From an optimization exercise on the open Yosys and OpenROAD flow, aimed at small area, a short achievable clock period and few clock cycles; shortcuts taken in it are not production practice.
In this exercise RTL edits were held to simulation tests only and were not proved equivalent to the original.
No activity file was given, so power comes from the tool's default toggle rates.

==> inputs of try-yarrow <==
==> flow/design.v <==
package md5_pkg;
  localparam logic [31:0] INIT_A = 32'h67452301;
  localparam logic [31:0] INIT_B = 32'hefcdab89;
  localparam logic [31:0] INIT_C = 32'h98badcfe;
  localparam logic [31:0] INIT_D = 32'h10325476;
  localparam logic [7:0]  PAD_MARK = 8'h80;
  localparam logic KIND_DATA = 1'b0;
  localparam logic KIND_FINISH = 1'b1;
  typedef enum logic [1:0] {
    C_IDLE,
    C_LOAD,
    C_RUN,
    C_FOLD
  } cst_t;
endpackage
module md5_blkbuf (
  input  logic        clk,
  input  logic        we,
  input  logic [5:0]  waddr,
  input  logic [7:0]  wdata,
  input  logic        copy,
  input  logic [3:0]  raddr,
  output logic [31:0] rdata,
  output logic [31:0] in_word0
);
  logic [511:0] ibank;
  logic [511:0] cbank;
  always_ff @(posedge clk) begin
    for (int i = 0; i < 64; i++) begin
      if (we && waddr == 6'(i)) begin
        ibank[8*i +: 8] <= wdata;
      end
    end
    if (copy) begin
      cbank <= ibank;
    end
  end
  assign rdata = cbank[32*raddr +: 32];
  assign in_word0 = ibank[31:0];
endmodule
module md5_add32 (
  input  logic [31:0] a,
  input  logic [31:0] b,
  output logic [31:0] y
);
  logic [31:0] g [6];
  logic [31:0] p [6];
  always_comb begin
    g[0] = a & b;
    p[0] = a ^ b;
    for (int l = 0; l < 5; l++) begin
      for (int i = 0; i < 32; i++) begin
        if (((i >> l) & 1) == 1) begin
          g[l+1][i] = g[l][i] | (p[l][i] & g[l][((i >> l) << l) - 1]);
          p[l+1][i] = p[l][i] & p[l][((i >> l) << l) - 1];
        end else begin
          g[l+1][i] = g[l][i];
          p[l+1][i] = p[l][i];
        end
      end
    end
    y[0] = p[0][0];
    for (int i = 1; i < 32; i++) begin
      y[i] = p[0][i] ^ g[5][i-1];
    end
  end
endmodule
module md5_add3 (
  input  logic [31:0] a,
  input  logic [31:0] b,
  input  logic [31:0] c,
  output logic [31:0] y
);
  logic [31:0] s, k;
  assign s = a ^ b ^ c;
  assign k = {(a[30:0] & b[30:0]) | (a[30:0] & c[30:0]) | (b[30:0] & c[30:0]), 1'b0};
  md5_add32 u_add (.a(s), .b(k), .y(y));
endmodule
module md5_round (
  input  logic [31:0] wb,
  input  logic [31:0] fx1,
  input  logic [31:0] fx0,
  input  logic [31:0] tq,
  input  logic [3:0]  ry,
  input  logic [4:0]  rx,
  output logic [31:0] new_b
);
  logic [31:0] f, sum, rot1, rot;
  assign f = (wb & fx1) | (~wb & fx0);
  md5_add32 u_add_sum (.a(f), .b(tq), .y(sum));
  always_comb begin
    rot1 = '0;
    for (int i = 0; i < 4; i++) begin
      if (ry[i]) begin
        rot1 = rot1 | ((sum << i) | (sum >> (32 - i)));
      end
    end
    rot = '0;
    for (int i = 0; i < 5; i++) begin
      if (rx[i]) begin
        rot = rot | ((rot1 << (4 * i + 4)) | (rot1 >> (28 - 4 * i)));
      end
    end
  end
  md5_add32 u_add_b (.a(wb), .b(rot), .y(new_b));
endmodule
import md5_pkg::*;
module md5_byte_stream_digest (
  input  logic        clk,
  input  logic        rst,
  input  logic        msg_valid,
  output logic        msg_ready,
  input  logic        msg_kind,
  input  logic [7:0]  msg_data_byte,
  output logic        digest_valid,
  input  logic        digest_ready,
  output logic [31:0] digest_word_a,
  output logic [31:0] digest_word_b,
  output logic [31:0] digest_word_c,
  output logic [31:0] digest_word_d
);
  logic        ibusy;           
  logic        cont;            
  logic [5:0]  off;             
  logic        i_first;         
  logic        i_padb;          
  logic [54:0] i_hi;            
  logic        acc;
  logic        blk_end;
  logic        copy;
  assign msg_ready = !ibusy;
  assign acc = msg_valid && !ibusy;
  assign blk_end = acc && (msg_kind == KIND_FINISH || off == 6'd63);
  always_ff @(posedge clk) begin
    if (rst) begin
      ibusy <= 1'b0;
      cont <= 1'b0;
      off <= 6'd0;
    end else if (copy) begin
      ibusy <= 1'b0;
      off <= 6'd0;
    end else if (acc) begin
      if (blk_end) begin
        ibusy <= 1'b1;
        cont <= (msg_kind == KIND_DATA);
      end else begin
        off <= off + 6'd1;
      end
    end
  end
  always_ff @(posedge clk) begin
    if (acc) begin
      if (off == 6'd0) begin
        if (cont) begin
          i_hi <= i_first ? 55'd1 : i_hi + 55'd1;
        end
        i_first <= !cont;
      end
      i_padb <= (msg_kind == KIND_FINISH);
    end
  end
  md5_pkg::cst_t cst;
  logic        ph2;             
  logic [5:0]  rnd;
  logic        out_valid;
  logic [31:0] wb, wc, wd;      
  logic [31:0] tq;              
  logic [31:0] wq;              
  logic [31:0] fx1, fx0;        
  logic [3:0]  ry;              
  logic [4:0]  rx;              
  logic [31:0] s0, s1, s2, s3;  
  logic        c_first;         
  logic        c_padb;
  logic [5:0]  c_fill;
  logic        c_first_blk, c_spill, c_final;
  logic        go;
  logic        shift;
  logic [31:0] fbase, fo;
  assign c_first_blk = c_first && !ph2;
  assign c_spill = c_padb && (c_fill[5:3] == 3'd7) && !ph2;
  assign c_final = c_padb && !c_spill;
  assign go = !(c_first_blk && out_valid && !digest_ready);
  assign copy = ibusy && (cst == C_IDLE || (cst == C_FOLD && !c_spill));
  logic [3:0]  rd_g;
  logic [5:0]  rd_r;
  logic [31:0] raw, wsel, raw0, w0;
  logic [63:0] bit_len;
  logic        lenw;
  assign rd_r = rnd + 6'd2;
  always_comb begin
    if (cst == C_LOAD) begin
      rd_g = go ? 4'd1 : 4'd0;
    end else begin
      case (rd_r[5:4])
        2'd0:    rd_g = rd_r[3:0];
        2'd1:    rd_g = rd_r[3:0] * 4'd5 + 4'd1;
        2'd2:    rd_g = rd_r[3:0] * 4'd3 + 4'd5;
        default: rd_g = rd_r[3:0] * 4'd7;
      endcase
    end
  end
  md5_blkbuf u_buf (
    .clk      (clk),
    .we       (acc),
    .waddr    (off),
    .wdata    (msg_kind == KIND_FINISH ? PAD_MARK : msg_data_byte),
    .copy     (copy),
    .raddr    (rd_g),
    .rdata    (raw),
    .in_word0 (raw0)
  );
  assign bit_len = {c_first ? 55'd0 : i_hi, c_fill, 3'b000};
  assign lenw = c_padb && (ph2 || c_fill[5:3] != 3'd7);
  always_comb begin
    for (int i = 0; i < 4; i++) begin
      if (!ph2 && (!c_padb || {rd_g, 2'(i)} <= c_fill)) begin
        wsel[8*i +: 8] = raw[8*i +: 8];
      end else begin
        wsel[8*i +: 8] = 8'h00;
      end
      if (!i_padb || 6'(i) <= off) begin
        w0[8*i +: 8] = raw0[8*i +: 8];
      end else begin
        w0[8*i +: 8] = 8'h00;
      end
    end
    if (lenw && rd_g == 4'd14) begin
      wsel = bit_len[31:0];
    end else if (lenw && rd_g == 4'd15) begin
      wsel = bit_len[63:32];
    end
  end
  logic [5:0]  nidx, nidx_n;
  logic [31:0] k_const;
  always_comb begin
    if (cst == C_LOAD && go) begin
      nidx_n = 6'd1;
    end else if (cst == C_RUN && rnd != 6'd63) begin
      nidx_n = rnd + 6'd2;
    end else begin
      nidx_n = 6'd0;
    end
  end
  always_comb begin
    case (nidx)
      6'd0:  k_const = 32'hd76aa478;  6'd1:  k_const = 32'he8c7b756;
      6'd2:  k_const = 32'h242070db;  6'd3:  k_const = 32'hc1bdceee;
      6'd4:  k_const = 32'hf57c0faf;  6'd5:  k_const = 32'h4787c62a;
      6'd6:  k_const = 32'ha8304613;  6'd7:  k_const = 32'hfd469501;
      6'd8:  k_const = 32'h698098d8;  6'd9:  k_const = 32'h8b44f7af;
      6'd10: k_const = 32'hffff5bb1;  6'd11: k_const = 32'h895cd7be;
      6'd12: k_const = 32'h6b901122;  6'd13: k_const = 32'hfd987193;
      6'd14: k_const = 32'ha679438e;  6'd15: k_const = 32'h49b40821;
      6'd16: k_const = 32'hf61e2562;  6'd17: k_const = 32'hc040b340;
      6'd18: k_const = 32'h265e5a51;  6'd19: k_const = 32'he9b6c7aa;
      6'd20: k_const = 32'hd62f105d;  6'd21: k_const = 32'h02441453;
      6'd22: k_const = 32'hd8a1e681;  6'd23: k_const = 32'he7d3fbc8;
      6'd24: k_const = 32'h21e1cde6;  6'd25: k_const = 32'hc33707d6;
      6'd26: k_const = 32'hf4d50d87;  6'd27: k_const = 32'h455a14ed;
      6'd28: k_const = 32'ha9e3e905;  6'd29: k_const = 32'hfcefa3f8;
      6'd30: k_const = 32'h676f02d9;  6'd31: k_const = 32'h8d2a4c8a;
      6'd32: k_const = 32'hfffa3942;  6'd33: k_const = 32'h8771f681;
      6'd34: k_const = 32'h6d9d6122;  6'd35: k_const = 32'hfde5380c;
      6'd36: k_const = 32'ha4beea44;  6'd37: k_const = 32'h4bdecfa9;
      6'd38: k_const = 32'hf6bb4b60;  6'd39: k_const = 32'hbebfbc70;
      6'd40: k_const = 32'h289b7ec6;  6'd41: k_const = 32'heaa127fa;
      6'd42: k_const = 32'hd4ef3085;  6'd43: k_const = 32'h04881d05;
      6'd44: k_const = 32'hd9d4d039;  6'd45: k_const = 32'he6db99e5;
      6'd46: k_const = 32'h1fa27cf8;  6'd47: k_const = 32'hc4ac5665;
      6'd48: k_const = 32'hf4292244;  6'd49: k_const = 32'h432aff97;
      6'd50: k_const = 32'hab9423a7;  6'd51: k_const = 32'hfc93a039;
      6'd52: k_const = 32'h655b59c3;  6'd53: k_const = 32'h8f0ccc92;
      6'd54: k_const = 32'hffeff47d;  6'd55: k_const = 32'h85845dd1;
      6'd56: k_const = 32'h6fa87e4f;  6'd57: k_const = 32'hfe2ce6e0;
      6'd58: k_const = 32'ha3014314;  6'd59: k_const = 32'h4e0811a1;
      6'd60: k_const = 32'hf7537e82;  6'd61: k_const = 32'hbd3af235;
      6'd62: k_const = 32'h2ad7d2bb;  default: k_const = 32'heb86d391;
    endcase
  end
  logic [4:0] rot_n;
  always_comb begin
    case ({nidx[5:4], nidx[1:0]})
      4'd0:    rot_n = 5'd7;
      4'd1:    rot_n = 5'd12;
      4'd2:    rot_n = 5'd17;
      4'd3:    rot_n = 5'd22;
      4'd4:    rot_n = 5'd5;
      4'd5:    rot_n = 5'd9;
      4'd6:    rot_n = 5'd14;
      4'd7:    rot_n = 5'd20;
      4'd8:    rot_n = 5'd4;
      4'd9:    rot_n = 5'd11;
      4'd10:   rot_n = 5'd16;
      4'd11:   rot_n = 5'd23;
      4'd12:   rot_n = 5'd6;
      4'd13:   rot_n = 5'd10;
      4'd14:   rot_n = 5'd15;
      default: rot_n = 5'd21;
    endcase
  end
  logic [31:0] new_b, xa, xt;
  md5_round u_round (
    .wb    (wb),
    .fx1   (fx1),
    .fx0   (fx0),
    .tq    (tq),
    .ry    (ry),
    .rx    (rx),
    .new_b (new_b)
  );
  assign xa = c_first_blk ? INIT_A : s3;
  logic [31:0] wc_n, wd_n, fx1_n, fx0_n;
  assign wc_n = (cst == C_LOAD) ? (c_first_blk ? INIT_C : s1) : wb;
  assign wd_n = (cst == C_LOAD) ? (c_first_blk ? INIT_D : s2) : wc;
  always_comb begin
    case (nidx[5:4])
      2'd0: begin   
        fx1_n = wc_n;
        fx0_n = wd_n;
      end
      2'd1: begin   
        fx1_n = wc_n | wd_n;
        fx0_n = wc_n & ~wd_n;
      end
      2'd2: begin   
        fx1_n = ~(wc_n ^ wd_n);
        fx0_n = wc_n ^ wd_n;
      end
      default: begin   
        fx1_n = ~wc_n;
        fx0_n = ~(wc_n ^ wd_n);
      end
    endcase
  end
  assign xt = (cst == C_RUN) ? wd : xa;
  logic [31:0] t_n;
  md5_add3 u_add_t (.a(xt), .b(k_const), .c(wq), .y(t_n));
  assign shift = (cst == C_RUN && rnd >= 6'd61) || cst == C_FOLD;
  always_comb begin
    if (!c_first_blk) begin
      fbase = s3;
    end else if (cst == C_FOLD) begin
      fbase = INIT_B;
    end else if (rnd == 6'd61) begin
      fbase = INIT_A;
    end else if (rnd == 6'd62) begin
      fbase = INIT_D;
    end else begin
      fbase = INIT_C;
    end
  end
  assign fo = fbase + wb;
  always_ff @(posedge clk) begin
    if (shift) begin
      s3 <= s2;
      s2 <= s1;
      s1 <= s0;
      s0 <= fo;
    end
  end
  always_ff @(posedge clk) begin
    if (cst == C_IDLE) begin
      wq <= w0;
    end else if (cst == C_FOLD) begin
      wq <= c_spill ? 32'd0 : w0;
    end else begin
      wq <= wsel;
    end
    tq <= t_n;
    ry <= 4'd1 << rot_n[1:0];
    rx <= 5'd1 << (rot_n[4:2] - 3'd1);
    fx1 <= fx1_n;
    fx0 <= fx0_n;
    wc <= wc_n;
    wd <= wd_n;
    if (cst == C_LOAD) begin
      wb <= c_first_blk ? INIT_B : s0;
    end else begin
      wb <= new_b;
    end
    if (copy) begin
      c_first <= i_first;
      c_padb <= i_padb;
      c_fill <= off;
    end
  end
  always_ff @(posedge clk) begin
    if (rst) begin
      nidx <= 6'd0;
    end else begin
      nidx <= nidx_n;
    end
  end
  always_ff @(posedge clk) begin
    if (rst) begin
      cst <= C_IDLE;
      ph2 <= 1'b0;
      rnd <= 6'd0;
      out_valid <= 1'b0;
    end else begin
      if (out_valid && digest_ready) begin
        out_valid <= 1'b0;
      end
      unique case (cst)
        C_IDLE: begin
          if (ibusy) begin
            cst <= C_LOAD;
          end
        end
        C_LOAD: begin
          rnd <= 6'd0;
          if (go) begin
            cst <= C_RUN;
          end
        end
        C_RUN: begin
          rnd <= rnd + 6'd1;
          if (rnd == 6'd63) begin
            cst <= C_FOLD;
          end
        end
        default: begin
          ph2 <= c_spill;
          if (c_final) begin
            out_valid <= 1'b1;
          end
          if (c_spill || ibusy) begin
            cst <= C_LOAD;
          end else begin
            cst <= C_IDLE;
          end
        end
      endcase
    end
  end
  assign digest_valid = out_valid;
  assign digest_word_a = s3;
  assign digest_word_b = s0;
  assign digest_word_c = s1;
  assign digest_word_d = s2;
endmodule
==> flow/run.sh <==
#!/bin/bash
# synth_recipe.tcl (not shown) runs the flow's synth.tcl, then flattens the netlist and writes it again
# the make line also repeats each setting of config.mk as NAME=value (left out here)
make -C /OpenROAD-flow-scripts/flow DESIGN_CONFIG=/design/flow/config.mk WORK_HOME=/design/flow/orfs CLKGATE_MAP_FILE= SYNTH_SCRIPT=/design/flow/synth_recipe.tcl finish
==> flow/config.mk <==
export PLATFORM = sky130hd
export DESIGN_NAME = md5_byte_stream_digest
export DESIGN_NICKNAME = md5_byte_stream_digest
export VERILOG_FILES = /design/flow/design.v
export SDC_FILE = /design/flow/constraint.sdc
export NUM_CORES = 4
export LEC_CHECK = 0
export CAP_MARGIN = 20
export CORE_MARGIN = 2
export CORE_UTILIZATION = 40
export SETUP_SLACK_MARGIN = 5
export SLEW_MARGIN = 20
export SYNTH_HIERARCHICAL = 1
==> flow/constraint.sdc <==
create_clock -name core_clock -period 10.0 [get_ports {clk}]
set_input_delay 2.0000 -clock core_clock [delete_from_list [all_inputs] [get_ports {clk}]]
set_output_delay 2.0000 -clock core_clock [all_outputs]
set_load 0.01 [all_outputs]
==> try-umber (differences from try-yarrow) <==
--- a/flow/design.v
+++ b/flow/design.v
@@ -39,7 +39,7 @@
   assign in_word0 = ibank[31:0];
 endmodule
-module md5_add32 (
-  input  logic [31:0] a,
-  input  logic [31:0] b,
+module md5_pfx32 (
+  input  logic [31:0] gi,
+  input  logic [31:0] pi,
   output logic [31:0] y
 );
@@ -47,6 +47,6 @@
   logic [31:0] p [6];
   always_comb begin
-    g[0] = a & b;
-    p[0] = a ^ b;
+    g[0] = gi;
+    p[0] = pi;
     for (int l = 0; l < 5; l++) begin
       for (int i = 0; i < 32; i++) begin
@@ -77,8 +77,15 @@
   md5_add32 u_add (.a(s), .b(k), .y(y));
 endmodule
+module md5_add32 (
+  input  logic [31:0] a,
+  input  logic [31:0] b,
+  output logic [31:0] y
+);
+  md5_pfx32 u_pfx (.gi(a & b), .pi(a ^ b), .y(y));
+endmodule
 module md5_round (
   input  logic [31:0] wb,
-  input  logic [31:0] fx1,
-  input  logic [31:0] fx0,
+  input  logic [31:0] px1,
+  input  logic [31:0] px0,
   input  logic [31:0] tq,
   input  logic [3:0]  ry,
@@ -86,7 +93,7 @@
   output logic [31:0] new_b
 );
-  logic [31:0] f, sum, rot1, rot;
-  assign f = (wb & fx1) | (~wb & fx0);
-  md5_add32 u_add_sum (.a(f), .b(tq), .y(sum));
+  logic [31:0] ps, sum, rot1, rot;
+  assign ps = (wb & px1) | (~wb & px0);
+  md5_pfx32 u_add_sum (.gi(tq & ~ps), .pi(ps), .y(sum));
   always_comb begin
     rot1 = '0;
@@ -167,5 +174,5 @@
   logic [31:0] tq;              
   logic [31:0] wq;              
-  logic [31:0] fx1, fx0;        
+  logic [31:0] px1, px0;        
   logic [3:0]  ry;              
   logic [4:0]  rx;              
@@ -303,6 +310,6 @@
   md5_round u_round (
     .wb    (wb),
-    .fx1   (fx1),
-    .fx0   (fx0),
+    .px1   (px1),
+    .px0   (px0),
     .tq    (tq),
     .ry    (ry),
@@ -351,5 +358,5 @@
     end
   end
-  assign fo = fbase + wb;
+  md5_add32 u_add_fold (.a(fbase), .b(wb), .y(fo));
   always_ff @(posedge clk) begin
     if (shift) begin
@@ -371,6 +378,6 @@
     ry <= 4'd1 << rot_n[1:0];
     rx <= 5'd1 << (rot_n[4:2] - 3'd1);
-    fx1 <= fx1_n;
-    fx0 <= fx0_n;
+    px1 <= fx1_n ^ t_n;
+    px0 <= fx0_n ^ t_n;
     wc <= wc_n;
     wd <= wd_n;
--- a/flow/config.mk
+++ b/flow/config.mk
@@ -9,5 +9,8 @@
 export CORE_MARGIN = 2
 export CORE_UTILIZATION = 40
+export CTS_BUF_LIST = sky130_fd_sc_hd__clkbuf_8
+export PLACE_DENSITY = 0.75
 export SETUP_SLACK_MARGIN = 5
 export SLEW_MARGIN = 20
 export SYNTH_HIERARCHICAL = 1
+export TNS_END_PERCENT = 10
==> try-juniper (differences from try-yarrow) <==
--- a/flow/design.v
+++ b/flow/design.v
@@ -39,7 +39,7 @@
   assign in_word0 = ibank[31:0];
 endmodule
-module md5_add32 (
-  input  logic [31:0] a,
-  input  logic [31:0] b,
+module md5_pfx32 (
+  input  logic [31:0] gi,
+  input  logic [31:0] pi,
   output logic [31:0] y
 );
@@ -47,6 +47,6 @@
   logic [31:0] p [6];
   always_comb begin
-    g[0] = a & b;
-    p[0] = a ^ b;
+    g[0] = gi;
+    p[0] = pi;
     for (int l = 0; l < 5; l++) begin
       for (int i = 0; i < 32; i++) begin
@@ -77,8 +77,15 @@
   md5_add32 u_add (.a(s), .b(k), .y(y));
 endmodule
+module md5_add32 (
+  input  logic [31:0] a,
+  input  logic [31:0] b,
+  output logic [31:0] y
+);
+  md5_pfx32 u_pfx (.gi(a & b), .pi(a ^ b), .y(y));
+endmodule
 module md5_round (
   input  logic [31:0] wb,
-  input  logic [31:0] fx1,
-  input  logic [31:0] fx0,
+  input  logic [31:0] px1,
+  input  logic [31:0] px0,
   input  logic [31:0] tq,
   input  logic [3:0]  ry,
@@ -86,7 +93,7 @@
   output logic [31:0] new_b
 );
-  logic [31:0] f, sum, rot1, rot;
-  assign f = (wb & fx1) | (~wb & fx0);
-  md5_add32 u_add_sum (.a(f), .b(tq), .y(sum));
+  logic [31:0] ps, sum, rot1, rot;
+  assign ps = (wb & px1) | (~wb & px0);
+  md5_pfx32 u_add_sum (.gi(tq & ~ps), .pi(ps), .y(sum));
   always_comb begin
     rot1 = '0;
@@ -167,5 +174,5 @@
   logic [31:0] tq;              
   logic [31:0] wq;              
-  logic [31:0] fx1, fx0;        
+  logic [31:0] px1, px0;        
   logic [3:0]  ry;              
   logic [4:0]  rx;              
@@ -303,6 +310,6 @@
   md5_round u_round (
     .wb    (wb),
-    .fx1   (fx1),
-    .fx0   (fx0),
+    .px1   (px1),
+    .px0   (px0),
     .tq    (tq),
     .ry    (ry),
@@ -351,5 +358,5 @@
     end
   end
-  assign fo = fbase + wb;
+  md5_add32 u_add_fold (.a(fbase), .b(wb), .y(fo));
   always_ff @(posedge clk) begin
     if (shift) begin
@@ -371,6 +378,6 @@
     ry <= 4'd1 << rot_n[1:0];
     rx <= 5'd1 << (rot_n[4:2] - 3'd1);
-    fx1 <= fx1_n;
-    fx0 <= fx0_n;
+    px1 <= fx1_n ^ t_n;
+    px0 <= fx0_n ^ t_n;
     wc <= wc_n;
     wd <= wd_n;
--- a/flow/config.mk
+++ b/flow/config.mk
@@ -9,4 +9,6 @@
 export CORE_MARGIN = 2
 export CORE_UTILIZATION = 40
+export CTS_BUF_LIST = sky130_fd_sc_hd__clkbuf_8
+export PLACE_DENSITY = 0.75
 export SETUP_SLACK_MARGIN = 5
 export SLEW_MARGIN = 20
==> qor summary <==
quantity	try-juniper	try-umber	try-yarrow
Total power after layout	0.0260 W	0.0260 W	0.0291 W
Initial cell density of the core	40.4%	40.4%	40.4%
Clock latency on the worst-skew pair	0.95 ns	0.98 ns	0.80 ns
Worst vdd rail ir drop	0.292 mV	0.290 mV	0.294 mV
Met1 usage	26.3%	26.7%	29.1%
Comb. pwr	0.0128 W	0.0129 W	0.0154 W
Root Buffer	clkbuf_8	clkbuf_8	clkbuf_16
Netlist area before placement	64,900 um2	64,900 um2	65,800 um2
Number of placed instances, taps included	6,887	6,880	7,117
Wire length after detailed routing	168 mm	168 mm	182 mm
Drt first pass iters	12	12	10
Clock sink count	1,473	1,473	1,474
Chip width	407 um	407 um	410 um
Fmax	180 MHz	180 MHz	181 MHz
Flip-flop and latch count	1,473	1,473	1,474
Detailed router's first-iteration violation count	4,813	4,927	4,232
Resized cells post-CTS	120	107	198
Final std cell area, no fill	74,300 um2	73,800 um2	76,600 um2
Outcome	no timing/DRC/antenna violations	no timing/DRC/antenna violations	no timing/DRC/antenna violations
R2r startpoint	wb[4]$_DFF_P_	wb[4]$_DFF_P_	wb[14]$_DFF_P_
Wire length of the first global-routing pass	248 mm	248 mm	269 mm
Reported net switching power	0.0102 W	0.0103 W	0.0117 W
Testbench counts of try-yarrow, summed over its fixed seeds: cycles 31,417.
Testbench counts of try-umber, summed over its fixed seeds: cycles 31,417.
Testbench counts of try-juniper, summed over its fixed seeds: cycles 31,417.

==> separate check: timing with driven ports <==
No port has a modelled driver above. Below, the same layouts with a new extraction and two added sets of constraints. Step 1 assumes that a clkbuf_16 drives the clock port and a buf_2 every other input. Step 2, shift: input delay + t, output delay - t, t = (earliest + latest rising clock arrival at the registers) / 2. This alone moves slack from input paths to output paths. a / b / c = no drivers / after step 1 / after step 2; a / b = the first two.
| run | shift t [ns] | setup slack, ns | worst setup path at the end |
|---|---|---|---|
| try-yarrow | 0.867 | 4.474 / 4.474 / 4.332 | input to register |
| try-umber | 0.996 | 4.446 / 4.446 / 3.814 | input to register |
| try-juniper | 0.988 | 4.439 / 4.439 / 4.334 | input to register |
After both steps setup and hold are still met in every run listed. For try-umber, which loses most, drivers alone change the setup slack by 0.000 ns; drivers and shift together by -0.632 ns.
